This design comes from an exercise in tuning for small area on the open sky130 flow, not from production work. At most, simulation tests tie the RTL to the original design; equivalence was not proved. Only the layout flow was run in run 3; the RTL was not checked for function there.

File: config.mk
export PLATFORM = sky130hd
export DESIGN_NAME = heater_standby_mode_controller_top
export DESIGN_NICKNAME = heater_standby_mode_controller_top
export VERILOG_FILES = /design/flow/design.v
export SDC_FILE = /design/flow/constraint.sdc
export NUM_CORES = 4
export LEC_CHECK = 0
export ABC_AREA = 1
export CAP_MARGIN = 20
export CORE_MARGIN = 2
export CORE_UTILIZATION = 65
export CTS_BUF_LIST = sky130_fd_sc_hd__clkbuf_16
export CTS_CLUSTER_DIAMETER = 80
export CTS_CLUSTER_SIZE = 20
export SLEW_MARGIN = 20
File: constraint.sdc
create_clock -name core_clock -period 12.0 [get_ports {clk}]
set_input_delay 2.4000 -clock core_clock [delete_from_list [all_inputs] [get_ports {clk}]]
set_output_delay 2.4000 -clock core_clock [all_outputs]
set_load 0.01 [all_outputs]
File: design.v
`default_nettype none
package hsmc_pkg;
    localparam int TIME_W  = 32;
    localparam int DEG_W   = 9;
    localparam int STEP_W  = 6;
    localparam int HOLD_W  = 16;
    localparam int COUNT_W = 23;
    localparam int CFG_W   = 32;
    localparam int ADDR_W  = 3;
    localparam logic [TIME_W-1:0] GATE_MS    = 32'd100;
    localparam logic [DEG_W-1:0]  START_DEG  = 9'd320;
    localparam logic [TIME_W-1:0] MS_PER_SEC = 32'd1000;
    localparam logic [TIME_W-1:0] RST_STANDBY_TIME = 32'd60000;
    localparam logic [TIME_W-1:0] RST_OFF_TIME     = 32'd600000;
    localparam logic [DEG_W-1:0]  RST_STANDBY_TEMP = 9'd150;
    localparam logic [DEG_W-1:0]  RST_MIN_TEMP     = 9'd100;
    localparam logic [DEG_W-1:0]  RST_MAX_TEMP     = 9'd450;
    localparam logic [STEP_W-1:0] RST_TEMP_STEP    = 6'd10;
    localparam logic [HOLD_W-1:0] RST_LONG_PRESS   = 16'd1000;
    localparam logic [HOLD_W-1:0] RST_MOTION_HOLD  = 16'd3000;
    typedef struct packed {
        logic [TIME_W-1:0] standby_time_ms;
        logic [TIME_W-1:0] off_time_ms;
        logic [DEG_W-1:0]  standby_temp;
        logic [DEG_W-1:0]  min_temp;
        logic [DEG_W-1:0]  max_temp;
        logic [STEP_W-1:0] temp_step;
        logic [HOLD_W-1:0] long_press_ms;
        logic [HOLD_W-1:0] motion_hold_ms;
    } cfg_t;
    function automatic logic [TIME_W-4:0] div5(input logic [TIME_W-4:0] v);
        logic [2:0]        r, n;
        logic              b, qb;
        logic [TIME_W-4:0] q;
        r = '0;
        for (int i = TIME_W - 4; i >= 0; i = i - 1)
        begin
            b    = v[i];
            qb   = r[2] | (r[1] & (r[0] | b));
            n[0] = b ^ qb;
            n[1] = qb ? (r[2] ? !b : (r[0] & b)) : r[0];
            n[2] = qb ? (r[2] & b) : r[1];
            q[i] = qb;
            r    = n;
        end
        div5 = q;
    endfunction
    function automatic logic [COUNT_W-1:0] ms_to_s(input logic [TIME_W-4:0] x);
        logic [TIME_W-4:0] q;
        q       = div5(div5(div5(x)));
        ms_to_s = q[COUNT_W-1:0];
    endfunction
endpackage
`default_nettype wire
`default_nettype none
module hsmc_core (
    input  wire logic                        clk,
    input  wire logic                        rst_n,
    input  wire hsmc_pkg::cfg_t              cfg,
    input  wire logic                        step,
    input  wire logic [hsmc_pkg::TIME_W-1:0] now_ms,
    input  wire logic                        set_level,
    input  wire logic                        set_pressed,
    input  wire logic                        minus_pressed,
    input  wire logic                        plus_pressed,
    input  wire logic                        motion_event,
    input  wire logic [hsmc_pkg::TIME_W-1:0] motion_time_ms,
    output logic                             has_result,
    output logic                             heat,
    output logic                             standby,
    output logic [hsmc_pkg::DEG_W-1:0]       commanded,
    output logic [hsmc_pkg::DEG_W-1:0]       selected,
    output logic [hsmc_pkg::TIME_W-4:0]      remain
);
    localparam int TW = hsmc_pkg::TIME_W;
    localparam int DW = hsmc_pkg::DEG_W;
    logic [TW-1:0] last_update, idle, press_start, motion_at;
    logic          long_press, motion_active;
    logic [TW-1:0] elapsed;
    logic          not_before;
    logic          gated;
    logic [TW-1:0] idle_sum;
    logic          idle_ovf;
    logic [TW-1:0] d_standby_s, d_off_s;
    logic          d_standby_c, d_off_c;
    logic          standby_ahead, off_ahead;
    logic          idle_inc;
    logic [TW+1:0] r_standby, r_off;
    logic          r_standby_c, r_off_c;
    logic          pos_standby, pos_off, short_standby, short_off;
    logic          act_pos_standby, act_pos_off, act_short_standby, act_short_off;
    logic          br_standby, br_off;
    logic [TW-1:0] press_ms, motion_ms;
    logic          press_long, motion_long;
    logic          press_held;
    logic          long_press_next;
    logic          motion_active_ev, motion_active_next;
    logic [TW-1:0] motion_at_next;
    logic          active;
    logic [DW:0]   minus_val, plus_sum;
    logic          minus_ok, minus_above, above_max;
    logic [DW-1:0] sel_minus, sel_next;
    logic          heat_act, standby_act;
    logic          drop_standby, drop_off;
    logic [TW-1:0] remain_ms;
    logic          heat_next, standby_next;
    logic [DW-1:0] commanded_next;
    logic [TW-1:0] idle_store;
    logic          unused;
    hsmc_add #(TW) u_elapsed (.a(now_ms), .b(~last_update), .ci(1'b1),
                              .s(elapsed), .co(not_before));
    assign gated = (elapsed[TW-1:7] == '0) && (elapsed[6:0] < 7'd100);
    hsmc_add #(TW) u_idle_sum (.a(idle), .b(elapsed), .ci(1'b0),
                               .s(idle_sum), .co(idle_ovf));
    hsmc_add #(TW) u_d_standby (.a(cfg.standby_time_ms), .b(~idle), .ci(1'b1),
                                .s(d_standby_s), .co(d_standby_c));
    hsmc_add #(TW) u_d_off (.a(cfg.off_time_ms), .b(~idle), .ci(1'b1),
                            .s(d_off_s), .co(d_off_c));
    assign standby_ahead = d_standby_c && (d_standby_s != '0);
    assign off_ahead     = d_off_c && (d_off_s != '0);
    assign idle_inc      = (heat && standby_ahead) || (standby && off_ahead);
    hsmc_add #(TW+2) u_r_standby (.a({{2{!d_standby_c}}, d_standby_s}), .b(~{2'b00, elapsed}),
                                  .ci(1'b1), .s(r_standby), .co(r_standby_c));
    hsmc_add #(TW+2) u_r_off (.a({{2{!d_off_c}}, d_off_s}), .b(~{2'b00, elapsed}),
                              .ci(1'b1), .s(r_off), .co(r_off_c));
    assign pos_standby   = idle_inc && !r_standby[TW+1] &&
                           !(d_standby_c && (d_standby_s == elapsed));
    assign pos_off       = idle_inc && !r_off[TW+1] &&
                           !(d_off_c && (d_off_s == elapsed));
    assign short_standby = (r_standby[TW+1:10] == '0) && (r_standby[9:0] < 10'd1000);
    assign short_off     = (r_off[TW+1:10] == '0) && (r_off[9:0] < 10'd1000);
    assign act_pos_standby   = (cfg.standby_time_ms != '0);
    assign act_pos_off       = (cfg.off_time_ms != '0);
    assign act_short_standby = (cfg.standby_time_ms[TW-1:10] == '0) &&
                               (cfg.standby_time_ms[9:0] < 10'd1000);
    assign act_short_off     = (cfg.off_time_ms[TW-1:10] == '0) &&
                               (cfg.off_time_ms[9:0] < 10'd1000);
    hsmc_add #(TW) u_press (.a(now_ms), .b(~press_start), .ci(1'b1), .s(press_ms), .co(unused));
    hsmc_add #(hsmc_pkg::HOLD_W) u_press_cmp (.a(cfg.long_press_ms), .b(~press_ms[hsmc_pkg::HOLD_W-1:0]),
                                              .ci(1'b1), .s(), .co(press_long));
    hsmc_add #(TW) u_motion (.a(now_ms), .b(~motion_at_next), .ci(1'b1), .s(motion_ms), .co());
    hsmc_add #(hsmc_pkg::HOLD_W) u_motion_cmp (.a(cfg.motion_hold_ms), .b(~motion_ms[hsmc_pkg::HOLD_W-1:0]),
                                               .ci(1'b1), .s(), .co(motion_long));
    hsmc_add #(DW+1) u_minus (.a({1'b0, selected}), .b(~((DW+1)'(cfg.temp_step))), .ci(1'b1),
                              .s(minus_val), .co(minus_ok));
    hsmc_add #(DW) u_floor_cmp (.a(minus_val[DW-1:0]), .b(~cfg.min_temp), .ci(1'b1),
                                .s(), .co(minus_above));
    hsmc_add #(DW+1) u_plus (.a({1'b0, sel_minus}), .b((DW+1)'(cfg.temp_step)), .ci(1'b0),
                             .s(plus_sum), .co());
    hsmc_add #(DW+1) u_max_cmp (.a({1'b0, cfg.max_temp}), .b(~plus_sum), .ci(1'b1),
                                .s(), .co(above_max));
    always_comb
    begin
        motion_active_ev = motion_active || motion_event;
        motion_at_next   = motion_event ? motion_time_ms : motion_at;
        press_held      = (press_start != '0);
        long_press_next = set_level && press_held &&
                          (long_press || (press_ms[TW-1:hsmc_pkg::HOLD_W] != '0) || !press_long);
        sel_minus = !minus_pressed ? selected :
                    (minus_ok && minus_above) ? minus_val[DW-1:0] : cfg.min_temp;
        sel_next  = !plus_pressed ? sel_minus : !above_max ? cfg.max_temp : plus_sum[DW-1:0];
        active         = set_pressed || minus_pressed || plus_pressed || motion_active_ev;
        heat_act       = active || (heat && !long_press_next);
        standby_act    = standby && !long_press_next;
        motion_active_next = motion_active_ev &&
                             !((motion_ms[TW-1:hsmc_pkg::HOLD_W] != '0) || !motion_long);
        br_standby   = heat_act && (active ? act_pos_standby : pos_standby);
        br_off       = !br_standby && standby_act && (active ? act_pos_off : pos_off);
        remain_ms    = br_standby ? (active ? cfg.standby_time_ms : r_standby[TW-1:0]) :
                       br_off     ? (active ? cfg.off_time_ms : r_off[TW-1:0]) : '0;
        drop_standby = br_standby && (active ? act_short_standby : short_standby);
        drop_off     = br_off && (active ? act_short_off : short_off);
        heat_next       = heat_act && !drop_standby && !drop_off;
        standby_next    = drop_standby || (standby_act && !drop_off);
        commanded_next  = drop_standby ? cfg.standby_temp : active ? sel_next : commanded;
        idle_store      = (active || drop_standby || drop_off) ? '0 :
                          !idle_inc ? idle : idle_ovf ? '1 : idle_sum;
    end
    assign has_result = !gated;
    always_ff @(posedge clk or negedge rst_n)
    begin
        if (!rst_n)
        begin
            motion_active <= 1'b0;
            motion_at     <= '0;
        end
        else if (step)
        begin
            motion_active <= gated ? motion_active_ev : motion_active_next;
            motion_at     <= motion_at_next;
        end
    end
    always_ff @(posedge clk or negedge rst_n)
    begin
        if (!rst_n)
        begin
            last_update <= '0;
            idle        <= '0;
            press_start <= '0;
            long_press  <= 1'b0;
            heat        <= 1'b0;
            standby     <= 1'b1;
            selected    <= hsmc_pkg::START_DEG;
            commanded   <= hsmc_pkg::RST_STANDBY_TEMP;
        end
        else if (step && !gated)
        begin
            last_update <= now_ms;
            idle        <= idle_store;
            press_start <= !set_level ? '0 : press_held ? press_start : now_ms;
            long_press  <= long_press_next;
            heat        <= heat_next;
            standby     <= standby_next;
            selected    <= sel_next;
            commanded   <= commanded_next;
        end
    end
    always_ff @(posedge clk)
    begin
        if (step)
            remain <= remain_ms[TW-1:3];
    end
endmodule
`default_nettype wire
module hsmc_add #(
    parameter int W = 32
) (
    input  wire logic [W-1:0] a,
    input  wire logic [W-1:0] b,
    input  wire logic         ci,
    output logic [W-1:0]      s,
    output logic              co
);
    always_comb
    begin
        logic [W-1:0] p, g, gp, gg;
        p  = a ^ b;
        g  = a & b;
        gp = p;
        gg = g;
        gg[0] = g[0] | (p[0] & ci);
        for (int l = 1; l < W; l = l * 2)
            for (int i = 2 * l - 1; i < W; i = i + 2 * l)
            begin
                gg[i] = gg[i] | (gp[i] & gg[i-l]);
                gp[i] = gp[i] & gp[i-l];
            end
        for (int l = 32; l >= 1; l = l / 2)
            for (int i = 3 * l - 1; i < W; i = i + 2 * l)
            begin
                gg[i] = gg[i] | (gp[i] & gg[i-l]);
                gp[i] = gp[i] & gp[i-l];
            end
        s  = p ^ {gg[W-2:0], ci};
        co = gg[W-1];
    end
endmodule
`default_nettype none
module heater_standby_mode_controller_top (
    input  wire logic                         clk,
    input  wire logic                         rst_n,
    input  wire logic                         cfg_we,
    input  wire logic [hsmc_pkg::ADDR_W-1:0]  cfg_addr,
    input  wire logic [hsmc_pkg::CFG_W-1:0]   cfg_wdata,
    input  wire logic                         pass_valid,
    output      logic                         pass_ready,
    input  wire logic [hsmc_pkg::TIME_W-1:0]  pass_now_ms,
    input  wire logic                         pass_set_level,
    input  wire logic                         pass_set_pressed,
    input  wire logic                         pass_minus_pressed,
    input  wire logic                         pass_plus_pressed,
    input  wire logic                         pass_motion_event,
    input  wire logic [hsmc_pkg::TIME_W-1:0]  pass_motion_time_ms,
    output      logic                         result_valid,
    input  wire logic                         result_ready,
    output      logic                         result_heat_on,
    output      logic                         result_standby,
    output      logic                         result_drive_mode,
    output      logic [hsmc_pkg::DEG_W-1:0]   result_target_temp,
    output      logic [hsmc_pkg::DEG_W-1:0]   result_selected_temp,
    output      logic [hsmc_pkg::COUNT_W-1:0] result_countdown_s
);
    hsmc_pkg::cfg_t cfg_reg;
    logic            valid_reg;
    logic            out_free;
    logic            out_valid_reg;
    logic            heat, standby;
    logic [hsmc_pkg::DEG_W-1:0]   commanded, selected;
    logic            out_heat_reg, out_standby_reg;
    logic [hsmc_pkg::DEG_W-1:0]   out_commanded_reg, out_selected_reg;
    logic [hsmc_pkg::COUNT_W-1:0] out_count_reg;
    logic            step;
    logic            has_result;
    logic [hsmc_pkg::TIME_W-4:0] remain;
    always_ff @(posedge clk or negedge rst_n)
    begin
        if (!rst_n)
        begin
            cfg_reg.standby_time_ms <= hsmc_pkg::RST_STANDBY_TIME;
            cfg_reg.off_time_ms     <= hsmc_pkg::RST_OFF_TIME;
            cfg_reg.standby_temp    <= hsmc_pkg::RST_STANDBY_TEMP;
            cfg_reg.min_temp        <= hsmc_pkg::RST_MIN_TEMP;
            cfg_reg.max_temp        <= hsmc_pkg::RST_MAX_TEMP;
            cfg_reg.temp_step       <= hsmc_pkg::RST_TEMP_STEP;
            cfg_reg.long_press_ms   <= hsmc_pkg::RST_LONG_PRESS;
            cfg_reg.motion_hold_ms  <= hsmc_pkg::RST_MOTION_HOLD;
        end
        else if (cfg_we)
        begin
            case (cfg_addr)
                3'd0: cfg_reg.standby_time_ms <= cfg_wdata;
                3'd1: cfg_reg.off_time_ms     <= cfg_wdata;
                3'd2: cfg_reg.standby_temp    <= cfg_wdata[hsmc_pkg::DEG_W-1:0];
                3'd3: cfg_reg.min_temp        <= cfg_wdata[hsmc_pkg::DEG_W-1:0];
                3'd4: cfg_reg.max_temp        <= cfg_wdata[hsmc_pkg::DEG_W-1:0];
                3'd5: cfg_reg.temp_step       <= cfg_wdata[hsmc_pkg::STEP_W-1:0];
                3'd6: cfg_reg.long_press_ms   <= cfg_wdata[hsmc_pkg::HOLD_W-1:0];
                default: cfg_reg.motion_hold_ms <= cfg_wdata[hsmc_pkg::HOLD_W-1:0];
            endcase
        end
    end
    assign out_free   = !out_valid_reg || result_ready;
    assign pass_ready = !valid_reg || out_free;
    assign step       = pass_valid && pass_ready;
    hsmc_core u_core (
        .clk            (clk),
        .rst_n          (rst_n),
        .cfg            (cfg_reg),
        .step           (step),
        .now_ms         (pass_now_ms),
        .set_level      (pass_set_level),
        .set_pressed    (pass_set_pressed),
        .minus_pressed  (pass_minus_pressed),
        .plus_pressed   (pass_plus_pressed),
        .motion_event   (pass_motion_event),
        .motion_time_ms (pass_motion_time_ms),
        .has_result     (has_result),
        .heat           (heat),
        .standby        (standby),
        .commanded      (commanded),
        .selected       (selected),
        .remain         (remain)
    );
    always_ff @(posedge clk or negedge rst_n)
    begin
        if (!rst_n)
        begin
            valid_reg     <= 1'b0;
            out_valid_reg <= 1'b0;
        end
        else
        begin
            if (pass_ready)
                valid_reg <= step && has_result;
            if (out_free)
                out_valid_reg <= valid_reg;
        end
    end
    always_ff @(posedge clk)
    begin
        if (out_free && valid_reg)
        begin
            out_heat_reg      <= heat;
            out_standby_reg   <= standby;
            out_commanded_reg <= commanded;
            out_selected_reg  <= selected;
            out_count_reg     <= hsmc_pkg::ms_to_s(remain);
        end
    end
    assign result_valid         = out_valid_reg;
    assign result_heat_on       = out_heat_reg;
    assign result_standby       = out_standby_reg;
    assign result_drive_mode    = out_heat_reg || out_standby_reg;
    assign result_target_temp   = out_commanded_reg;
    assign result_selected_temp = out_selected_reg;
    assign result_countdown_s   = out_count_reg;
endmodule
`default_nettype wire
File: flow/run.sh
#!/bin/bash
# The standard layout, with the port buffers made of the smallest buffer cell.
set -euo pipefail
export BUFFER_PORTS_ARGS="-buffer_cell sky130_fd_sc_hd__buf_1"
bash standard.sh > standard_flow.log 2>&1
File: standard.sh
#!/bin/bash
# synth_recipe.tcl (not shown) runs the flow's synth.tcl, then flattens the netlist and writes it again
# the make line also repeats each setting of config.mk as NAME=value (left out here)
make -C /OpenROAD-flow-scripts/flow DESIGN_CONFIG=/design/flow/config.mk WORK_HOME=/design/flow/orfs CLKGATE_MAP_FILE= SYNTH_SCRIPT=/design/flow/synth_recipe.tcl "${@:-finish}"
==> flow_metrics.env, run 1 <==
export IMPL_yosysTopAreaCell="dfrtp_1"
export IMPL_critical_path_required_ps=12530
export IMPL_r2r_end="out_count_reg[0]"
export IMPL_fp_dieH_um=221.9
export IMPL_slew_viol_final=0
export IMPL_antenna_left=0
export IMPL_clk_latency_ps=620
export IMPL_whs_ps=455.7
export IMPL_period_minus_slack_ps=11010
export IMPL_layout_cells_non_filler=4627
export IMPL_cts_tree="done"
export IMPL_grt_max_degree=171
export IMPL_yosysTopAreaCellShare_pct=18.90
export IMPL_netlist_area_um2=30850
export IMPL_ioPinCount=155
export IMPL_drive_above_1_share_pct=9.701
export IMPL_crit_buf_inv=11
export IMPL_synth_main_ff_cell="dfrtp_1"
export IMPL_syn_to_final_growth_pct=7.519
export IMPL_synth_edff_count=72
export IMPL_num_rows=79
export IMPL_relSlewSlack_pct=33.30
export IMPL_synth_async_sr_flop_share_pct=79.60
export IMPL_drt_iter0_markers=2527
export IMPL_antenna_found_initial=4
export IMPL_layout_commonest_cell="nand2_1"
export IMPL_die_area_um2=49220
export IMPL_antenna_cells=0
export IMPL_ff2ff_path_depth=103
export IMPL_met2_usage_pct=62.98
export IMPL_hold_buffers=0
export IMPL_avgViaCountPerCell=6.147
export IMPL_clockBufferDepth=3
export IMPL_synth_ff_latch_count=353
export IMPL_worstHoldPathType="reg -> reg"
export IMPL_mostFrequentLayoutCells="nand2_1 (951), inv_1 (469), o21ai_0 (319)"
export IMPL_grt_busiest_layer="met2"
export IMPL_rrSetupSlack_ps=1100
export IMPL_use_met1_pct=48.79
export IMPL_yosysSeqAreaShare_pct=30.00
export IMPL_num_vias=28440
export IMPL_slowest_delay_ps=510
export IMPL_period_share_pct=91.79
export IMPL_grt_pass1_vias=28048
export IMPL_drc=0
export IMPL_grt_setup_unrepaired="yes"
export IMPL_initial_core_util_pct=66.12
export IMPL_gp_congestion=1.068
export IMPL_core_area_um2=46650
export IMPL_hold_viol_final=0
export IMPL_synth_area_top_cells="dfrtp_1 (19%), ha_1 (12%), nand2_1 (12%)"
export IMPL_syn_nets=4415
export IMPL_path_depth=51
export IMPL_drt_wl_total_um=91340
export IMPL_drv_cap=0
export IMPL_cp_top_family="compound AO/OA/AOI/OAI gates"
export IMPL_cts_sinks=353
export IMPL_gr_usage_met3_pct=4.824
export IMPL_largest_register_ffs=129
export IMPL_wire_per_inst_um=19.74
export IMPL_fillerInstances=3574
export IMPL_status="finished clean"
export IMPL_grt_overflow_total=0
export IMPL_synth_warning_count=7
export IMPL_dr_pass1_iters=6
export IMPL_crit_fanout=62
export IMPL_startpoint="pass_now_ms[0]"
export IMPL_max_slew_worst_pin_slew_ps=1001
export IMPL_dpl_cell_count=4574
export IMPL_cts_buffers=27
export IMPL_cts_root_buf="clkbuf_16"
export IMPL_fin_nets=4542
export IMPL_endpoint="u_core.idle[11]"
export IMPL_numPortBuffers=154
export IMPL_grt_pass1_wl_um=145500
export IMPL_die_x_um=221.9
export IMPL_r2r_start="u_core.remain[28]"
export IMPL_cp_data_arrival_time_ps=11540
export IMPL_finalSetupViolCount=0
export IMPL_syn_avg_cell_area_um2=7.967
export IMPL_syn_inst=3872
export IMPL_crit_slowest_cell="xnor2_1"
export IMPL_dp_hpwl_um=72690
export IMPL_fmax_ghz=0.09079
export IMPL_start_kind="primary input"
export IMPL_grt_usage_pct=37.05
export IMPL_synth_distinct_cells=58
export IMPL_skew_ps=39.08
export IMPL_end_kind="register"
export IMPL_worstSetupPathType="in -> reg"
export IMPL_htreeDepth=1
export IMPL_worst_setup_hold_path_clk_slew_ps=90
==> metrics by stage <==
step,setup WS (ps),TNS (ps),cell area (µm²),util (%)
3_3_place_gp,711.6,0,32100,68.81
6_report,985.1,0,33170,71.10
3_5_place_dp,398.6,0,32110,68.82
5_1_grt,-65.82,-67.59,33170,71.10
4_1_cts,960.8,0,33000,70.74
2_1_floorplan,2011,0,30850,-
==> cell type report <==
type                       count  area (µm²)  area share [%]
inverter                     520        1959           5.907
sequential                   353        9254           27.90
clock inverter                22       196.4          0.5922
timing repair buffer         181       802.0           2.418
clock buffer                  28       700.7           2.112
multi-input combinational   2916       19500           58.78
tap                          607       759.5           2.290
==> how the worst min path moves through the flow <==
stage,startpoint,endpoint,cells after the start
final,u_core.commanded[8],out_commanded_reg[8],0
after global routing,u_core.commanded[8],out_commanded_reg[8],0
after CTS,u_core.commanded[8],out_commanded_reg[8],0
after detailed placement,u_core.commanded[8],out_commanded_reg[8],0
after global placement,u_core.commanded[6],out_commanded_reg[6],0
after floorplan,u_core.commanded[0],out_commanded_reg[0],0
==> kinds of logic after synthesis <==
family | Yosys count | synth area share, %
simple gates | 1536 | 21.81
compound gates | 815 | 16.25
buf+inv | 603 | 7.361
xor+xnor | 108 | 3.066
mux | 23 | 0.7463
fa+ha+maj | 434 | 20.77
flops | 353 | 30.00
==> repair_timing <==
item | in CTS | in global routing
resized for setup | 0 | 25
setup endpoints to repair | 0 | 17
setup buffers | 0 | 3
==> Yosys cell counts, drive strengths merged (9+ instances only) <==
| cell type | count |
|---|---|
| a22o | 9 |
| edfxtp | 72 |
| o311ai | 15 |
| dfstp | 48 |
| nor2 | 130 |
| fa | 130 |
| nand2 | 1044 |
| xnor2 | 66 |
| ha | 304 |
| o21ai | 330 |
| o21bai | 18 |
| a211oi | 17 |
| o22ai | 36 |
| mux2i | 23 |
| nand3 | 224 |
| nor4 | 49 |
| a21boi | 49 |
| or2 | 16 |
| clkbuf | 80 |
| dfrtp | 233 |
| nand4 | 48 |
| a31o | 12 |
| a31oi | 34 |
| inv | 516 |
| o211ai | 19 |
| nor3 | 14 |
| xor2 | 42 |
| a21o | 24 |
| a21oi | 217 |
==> layer usage <==
| metal | up-vias | part of all wire [%] | routed length (µm) |
|---|---|---|---|
| met4 | 4 | 3.9 | 3593 |
| met2 | 1199 | 48 | 43420 |
| met5 | - | 0.021 | 19 |
| met1 | 13723 | 41 | 37280 |
| met3 | 217 | 7.7 | 7016 |
| li1 | 13297 | - | - |
==> inputs of run 2 (changes only) <==
--- a/config.mk
+++ b/config.mk
@@ -11,5 +11,5 @@
 export CORE_UTILIZATION = 65
 export CTS_BUF_LIST = sky130_fd_sc_hd__clkbuf_16
-export CTS_CLUSTER_DIAMETER = 80
-export CTS_CLUSTER_SIZE = 20
+export CTS_CLUSTER_DIAMETER = 100
+export CTS_CLUSTER_SIZE = 28
 export SLEW_MARGIN = 20
==> run 2 against run 1 <==
  * Synthesized cell count did not move
  * Design area decreased by 0.77%
  * Area after synthesis unchanged
  * Utilization is 0.55 points lower
  * Critical endpoint is now u_core.idle[27]
==> flow_metrics.env, run 2 <==
export IMPL_worst_setup_hold_path_clk_slew_ps=100
export IMPL_die_area_um2=49220
export IMPL_cts_tree="done"
export IMPL_hold_depth=0
export IMPL_num_vias=28332
export IMPL_syn_inst=3872
export IMPL_skew_ps=48.91
export IMPL_slew_viol_final=0
export IMPL_finalSetupViolCount=0
export IMPL_gp_congestion=1.068
export IMPL_grt_max_degree=171
export IMPL_die_x_um=221.9
export IMPL_end_kind="register"
export IMPL_hold_viol_final=0
export IMPL_synth_main_ff_cell="dfrtp_1"
export IMPL_syn_to_final_growth_pct=6.688
export IMPL_rrSetupSlack_ps=1090
export IMPL_ff2ff_path_depth=106
export IMPL_yosysTopAreaCell="dfrtp_1"
export IMPL_yosysTopAreaCellShare_pct=18.90
export IMPL_dp_hpwl_um=72690
export IMPL_hp_start="u_core.commanded[8]"
export IMPL_crit_slowest_cell="xnor2_1"
export IMPL_status="finished clean"
export IMPL_drive_above_1_share_pct=9.690
export IMPL_antenna_left=0
export IMPL_slowest_delay_ps=520
export IMPL_yosys_top_cells_count="nand2_1 (961), inv_1 (463), o21ai_0 (319)"
export IMPL_hold_buffers=0
export IMPL_mostFrequentLayoutCells="nand2_1 (944), inv_1 (469), o21ai_0 (319)"
export IMPL_synth_edff_count=72
export IMPL_grt_pass1_vias=27855
export IMPL_synth_distinct_cells=58
export IMPL_critical_path_required_ps=12480
export IMPL_r2r_start="u_core.remain[28]"
export IMPL_synth_ff_latch_count=353
export IMPL_synth_area_top_cells="dfrtp_1 (19%), ha_1 (12%), nand2_1 (12%)"
export IMPL_synth_async_sr_flop_share_pct=79.60
export IMPL_clockBufferDepth=3
export IMPL_dr_pass1_iters=6
export IMPL_start_kind="primary input"
export IMPL_ioPinCount=155
export IMPL_worstHoldPathType="reg -> reg"
export IMPL_fin_ws_ps=942.3
export IMPL_fp_dieH_um=221.9
export IMPL_period_minus_slack_ps=11060
export IMPL_avgViaCountPerCell=6.144
export IMPL_largest_register_ffs=129
export IMPL_hold_path_endpoint="out_commanded_reg[8]"
export IMPL_antenna_found_initial=2
export IMPL_core_area_um2=46650
export IMPL_cp_data_arrival_time_ps=11540
export IMPL_r2r_end="out_count_reg[0]"
export IMPL_grt_usage_pct=36.73
export IMPL_crit_buf_inv=11
export IMPL_layout_commonest_cell="nand2_1"
export IMPL_grt_overflow_total=0
export IMPL_initial_core_util_pct=66.12
export IMPL_drv_cap=0
export IMPL_clk_latency_ps=580
export IMPL_fmax_ghz=0.09043
export IMPL_cts_sinks=353
export IMPL_crit_fanout=62
export IMPL_period_share_pct=92.15
export IMPL_cts_root_buf="clkbuf_16"
export IMPL_post_place_ws_ps=398.6
export IMPL_netlist_area_um2=30850
export IMPL_htreeDepth=1
export IMPL_drc=0
export IMPL_max_slew_worst_pin_slew_ps=991.9
export IMPL_relSlewSlack_pct=33.71
export IMPL_post_synth_top_count_cell="nand2_1"
export IMPL_drt_wl_total_um=90930
export IMPL_cts_buffers=18
export IMPL_fin_nets=4535
export IMPL_antenna_cells=0
export IMPL_syn_avg_cell_area_um2=7.967
export IMPL_yosysSeqAreaShare_pct=30.00
export IMPL_grt_pass1_wl_um=144400
export IMPL_numPortBuffers=154
export IMPL_drt_iter0_markers=2445
export IMPL_cp_top_family="compound AO/OA/AOI/OAI gates"
export IMPL_whs_ps=457.7
export IMPL_syn_nets=4415
export IMPL_synth_warning_count=7
export IMPL_worstSetupPathType="in -> reg"
export IMPL_wire_per_inst_um=19.72
export IMPL_fillerInstances=3621
export IMPL_num_rows=79
## run 2: cell counts after synthesis
Identical to the previous run, type by type.
## run 2: repair_timing
| action | in CTS | in global routing |
|---|---|---|
| buffers inserted | 0 | 5 |
| endpoints found under the setup margin | 0 | 21 |
| endpoints found under the hold margin | 0 | 0 |
| resized for setup | 0 | 38 |
## run 2: area by class of cell
class / instances / area (µm²) / share of cell area, %
clock inverter: 14 / 121.4 / 0.3688
timing repair buffer: 183 / 817.0 / 2.482
inverter: 520 / 1959 / 5.953
clock buffer: 18 / 450.4 / 1.369
tap: 607 / 759.5 / 2.308
multi-input combinational: 2916 / 19550 / 59.40
sequential: 353 / 9254 / 28.12
## run 2: logic make-up (layout without fill, tap and decap cells)
group,count (synthesis),count (layout),share of synthesized area [%]
simple gates,1536,1536,21.81
compound gates,815,815,16.25
buf+inv,603,735,7.361
fa+ha+maj,434,434,20.77
flops,353,353,30.00
xor+xnor,108,108,3.066
mux,23,23,0.7463
## run 2: metal layers
metal	GRT usage [%]	vias up	part of all wire [%]
li1	-	13263	-
met1	48.87	13737	41
met2	62.21	1121	48
met3	4.479	207	7.1
met4	12.93	4	3.9
met5	0	-	0.024
## run 2: worst max path at each step
stage	from	end	slack, ps	cells past startpoint
floorplan	pass_now_ms[0]	u_core.idle[29]	2010	49
global placement	pass_now_ms[0]	u_core.idle[19]	710	51
detailed placement	pass_now_ms[0]	u_core.idle[25]	400	53
CTS	pass_now_ms[0]	u_core.idle[25]	940	53
global route	u_core.remain[28]	out_count_reg[0]	-20	106
finish	pass_now_ms[0]	u_core.idle[27]	940	51
## run 2: through the flow
stage          instance area [µm²]  TNS (ps)  util, %  instances
6_report                     32910         0    70.55       4611
5_1_grt                      32910    -15.66    70.55       4611
4_1_cts                      32680         0    70.04       4606
3_5_place_dp                 32110         0    68.82       4574
3_3_place_gp                 32100         0    68.81       4574
2_1_floorplan                30850         0        -       3872
## run 2: worst reg2reg max path: cells and delay by family (launching register included)
kind                   cells  cell delay, ps
AND/OR/NAND/NOR           96            8970
AO/OA/AOI/OAI              3             680
buffers and inverters      7             570
flip-flops                 1             470
==> inputs of run 3 (changes only) <==
--- a/design.v
+++ b/design.v
@@ -38,7 +38,7 @@
             b    = v[i];
             qb   = r[2] | (r[1] & (r[0] | b));
-            n[0] = b ^ qb;
-            n[1] = qb ? (r[2] ? !b : (r[0] & b)) : r[0];
-            n[2] = qb ? (r[2] & b) : r[1];
+            n[0] = r[2] | (b ^ r[1]);
+            n[1] = r[0] & ((!b & !r[1]) | (b & !r[2]));
+            n[2] = (!b & !r[0] & r[1]) | (b & r[2]);
             q[i] = qb;
             r    = n;
@@ -103,5 +103,5 @@
     logic          heat_act, standby_act;
     logic          drop_standby, drop_off;
-    logic [TW-1:0] remain_ms;
+    logic          to_standby, to_off;
     logic          heat_next, standby_next;
     logic [DW-1:0] commanded_next;
@@ -167,6 +167,4 @@
         br_standby   = heat_act && (active ? act_pos_standby : pos_standby);
         br_off       = !br_standby && standby_act && (active ? act_pos_off : pos_off);
-        remain_ms    = br_standby ? (active ? cfg.standby_time_ms : r_standby[TW-1:0]) :
-                       br_off     ? (active ? cfg.off_time_ms : r_off[TW-1:0]) : '0;
         drop_standby = br_standby && (active ? act_short_standby : short_standby);
         drop_off     = br_off && (active ? act_short_off : short_off);
@@ -219,6 +217,10 @@
     begin
         if (step)
-            remain <= remain_ms[TW-1:3];
+        begin
+            to_standby <= br_standby && !drop_standby;
+            to_off     <= br_off && !drop_off;
+        end
     end
+    assign remain = to_standby ? d_standby_s[TW-1:3] : to_off ? d_off_s[TW-1:3] : '0;
 endmodule
 `default_nettype wire
--- a/config.mk
+++ b/config.mk
@@ -11,5 +11,5 @@
 export CORE_UTILIZATION = 65
 export CTS_BUF_LIST = sky130_fd_sc_hd__clkbuf_16
-export CTS_CLUSTER_DIAMETER = 100
-export CTS_CLUSTER_SIZE = 28
+export CTS_CLUSTER_DIAMETER = 80
+export CTS_CLUSTER_SIZE = 20
 export SLEW_MARGIN = 20
==> run 3 against run 2 <==
  * Now fails the layout checks on setup timing
  * Sequential cell count is 27 lower
  * Wire length is 8.0% higher
  * Design area is 5.6% higher
  * Clock skew is 24 ps lower
  * Die area is 4.0% lower
  * Synthesized cell count is 2.1% lower
  * Critical path type is now reg -> reg
  * Critical endpoint is now out_count_reg[0]
==> flow_metrics.env, run 3 <==
export IMPL_layout_commonest_cell="nand2_1"
export IMPL_gp_congestion=1.007
export IMPL_hold_buffers=0
export IMPL_grt_setup_unrepaired="yes"
export IMPL_htreeDepth=1
export IMPL_synth_main_ff_cell="dfrtp_1"
export IMPL_end_kind="register"
export IMPL_yosysTopAreaCellShare_pct=19.71
export IMPL_grt_usage_pct=38.71
export IMPL_stdcell_area_um2=34750
export IMPL_period_minus_slack_ps=13060
export IMPL_placed_cell_area_um2=31600
export IMPL_yosysTopAreaCell="dfrtp_1"
export IMPL_max_slew_worst_pin_slew_ps=1076
export IMPL_drv_cap=0
export IMPL_fp_dieH_um=217.3
export IMPL_syn_avg_cell_area_um2=7.805
export IMPL_start_kind="register"
export IMPL_worst_setup_hold_path_clk_slew_ps=90
export IMPL_cts_buffers=27
export IMPL_ff2ff_path_depth=95
export IMPL_path_depth=95
export IMPL_avgViaCountPerCell=6.266
export IMPL_slew_viol_final=0
export IMPL_grt_overflow_total=0
export IMPL_status="complete, but fails checks"
export IMPL_wire_per_inst_um=20.85
export IMPL_worstHoldPathType="reg -> reg"
export IMPL_drt_iter0_markers=2970
export IMPL_synth_async_sr_flop_share_pct=86.20
export IMPL_cp_top_family="simple AND/OR/NAND/NOR gates"
export IMPL_hold_depth=0
export IMPL_critical_path_required_ps=12350
export IMPL_drc=0
export IMPL_fin_nets=4634
export IMPL_slowest_delay_ps=440
export IMPL_num_rows=78
export IMPL_cts_root_buf="clkbuf_16"
export IMPL_so_faults="setup timing"
export IMPL_worstSetupPathType="reg -> reg"
export IMPL_cts_tree="done"
export IMPL_mostFrequentLayoutCells="nand2_1 (683), inv_1 (548), ha_1 (304)"
export IMPL_relSlewSlack_pct=28.26
export IMPL_fin_ws_ps=-1055
export IMPL_clockBufferDepth=3
export IMPL_finalSetupViolCount=5
export IMPL_antenna_cells=0
export IMPL_initial_core_util_pct=65.46
export IMPL_num_vias=29502
export IMPL_grt_pass1_wl_um=145200
export IMPL_skew_ps=24.59
export IMPL_yosysSeqAreaShare_pct=28.54
export IMPL_largest_register_ffs=129
export IMPL_post_synth_top_count_cell="nand2_1"
export IMPL_dr_pass1_iters=11
export IMPL_fillerInstances=3136
export IMPL_synth_warning_count=7
export IMPL_antenna_left=0
export IMPL_die_x_um=217.3
export IMPL_crit_fanout=6
export IMPL_drt_wl_total_um=98170
export IMPL_cp_data_arrival_time_ps=13410
export IMPL_synth_distinct_cells=62
export IMPL_die_area_um2=47230
export IMPL_grt_max_degree=161
export IMPL_syn_nets=4336
export IMPL_synth_edff_count=45
export IMPL_crit_path_frequent_cell="nand2_1"
export IMPL_syn_to_final_growth_pct=17.49
export IMPL_fmax_ghz=0.07660
export IMPL_crit_buf_inv=5
export IMPL_antenna_found_initial=2
export IMPL_synth_ff_latch_count=326
export IMPL_period_share_pct=108.8
export IMPL_ioPinCount=155
export IMPL_drive_above_1_share_pct=18.72
export IMPL_hold_viol_final=0
export IMPL_clk_latency_ps=600
export IMPL_dp_hpwl_um=71190
export IMPL_numPortBuffers=154
export IMPL_netlist_area_um2=29580
export IMPL_synth_area_top_cells="dfrtp_1 (20%), ha_1 (13%), nand2_1 (9.9%)"
export IMPL_yosys_top_cells_count="nand2_1 (781), inv_1 (554), ha_1 (307)"
export IMPL_core_area_um2=45190
export IMPL_cts_sinks=326
export IMPL_crit_slowest_cell="fa_2"
export IMPL_syn_inst=3790
export IMPL_grt_pass1_vias=27808
run 3: cell types whose count changed in the layout (fill, tap and decap cells not counted), sizes merged, moves of 13 or more:
cell | previous run | this run
nand2 | 1044 | 823
buf | 181 | 340
nor2 | 130 | 286
inv | 526 | 604
nand4 | 48 | 99
a21boi | 49 | 0
edfxtp | 72 | 45
o22ai | 36 | 60
o21ai | 330 | 307
a21oi | 217 | 201
xor2 | 42 | 29
run 3: per-stage QoR:
stage / instances / hold slack (ps) / util, % / setup slack, ps / TNS [ps]
after floorplan: 3790 / 425.6 / - / 1394 / 0
after global placement: 4589 / 439.4 / 69.92 / 220.7 / 0
after detailed placement: 4589 / 433.4 / 69.92 / -711.2 / -2093
after CTS: 4651 / 451.7 / 72.89 / 3.567 / 0
after global routing: 4708 / 457.7 / 76.91 / -1760 / -7697
final: 4708 / 456.7 / 76.91 / -1055 / -3494
run 3: metal layers:
layer | track usage [%] | vias up | wire (µm)
li1 | - | 13288 | -
met1 | 50.27 | 14080 | 38040
met2 | 64.32 | 1695 | 45960
met3 | 4.598 | 437 | 7782
met4 | 19.25 | 2 | 6364
met5 | 0 | - | 14
run 3: layout make-up:
type / instances / area, µm² / area share [%]
Clock buffer: 27 / 675.6 / 1.944
Sequential cell: 326 / 8443 / 24.29
Multi-Input combinational cell: 2794 / 20300 / 58.40
Clock inverter: 22 / 250.2 / 0.7200
Inverter: 597 / 2256 / 6.491
Tap cell: 600 / 750.7 / 2.160
Timing Repair Buffer: 342 / 2083 / 5.994
run 3: what timing repair did:
action	in CTS	in global routing
resized for setup	81	341
endpoints found under the setup margin	5	8
pin swaps	31	126
buffers inserted	13	56
gates cloned	0	0
run 3: kinds of logic after synthesis:
group / share of synthesized area, %
muxes: 0.7783
buffers and inverters: 8.536
xor gates and xnor gates: 2.990
and+or+nand+nor: 22.91
AOI/OAI and AO/OA: 14.46
DFF: 28.54
adders and majority gates: 21.78
run 3: worst paths after layout:
path	from	to	slack, ps
min in group asynchronous	rst_n	u_core.motion_at[6]	1890
worst max register to register	cfg_reg[65]	out_count_reg[0]	-1060
worst min-delay path	u_core.commanded[8]	out_commanded_reg[8]	460
worst max-delay path	cfg_reg[65]	out_count_reg[0]	-1060
max in group asynchronous	rst_n	u_core.commanded[6]	7830
worst min register to register	u_core.commanded[8]	out_commanded_reg[8]	460

## static timing again, ports no longer ideal
How much do the figures lean on ideal ports? The routed layouts below were timed once more, with nothing changed but the port constraints.
Step 1 (the two cells are an assumption about what drives the block):
set clk [get_ports {clk}]
set_driving_cell -lib_cell sky130_fd_sc_hd__clkbuf_16 $clk
set_driving_cell -lib_cell sky130_fd_sc_hd__buf_2 [delete_from_list [all_inputs] $clk]
Step 2 adds t to the input delays and takes it off the output delays; t is the mean of the earliest and latest rising clock arrival at the registers after step 1. Input paths then give back, and output paths get back, about the clock's delay inside the block.
a / b / c = ideal ports / drivers / drivers and shift; a / b = the first two.
run	t (ns)	setup slack, ns	cell pins on the clock port's net
run 1	0.663	0.985 / 1.008 / 0.345	1
run 2	0.627	0.942 / 0.971 / 0.344	1
run 3	0.651	-1.055 / -1.055 / -1.055	1
For run 1, which loses most, drivers alone change the setup slack by +0.023 ns; drivers and shift together by -0.640 ns.
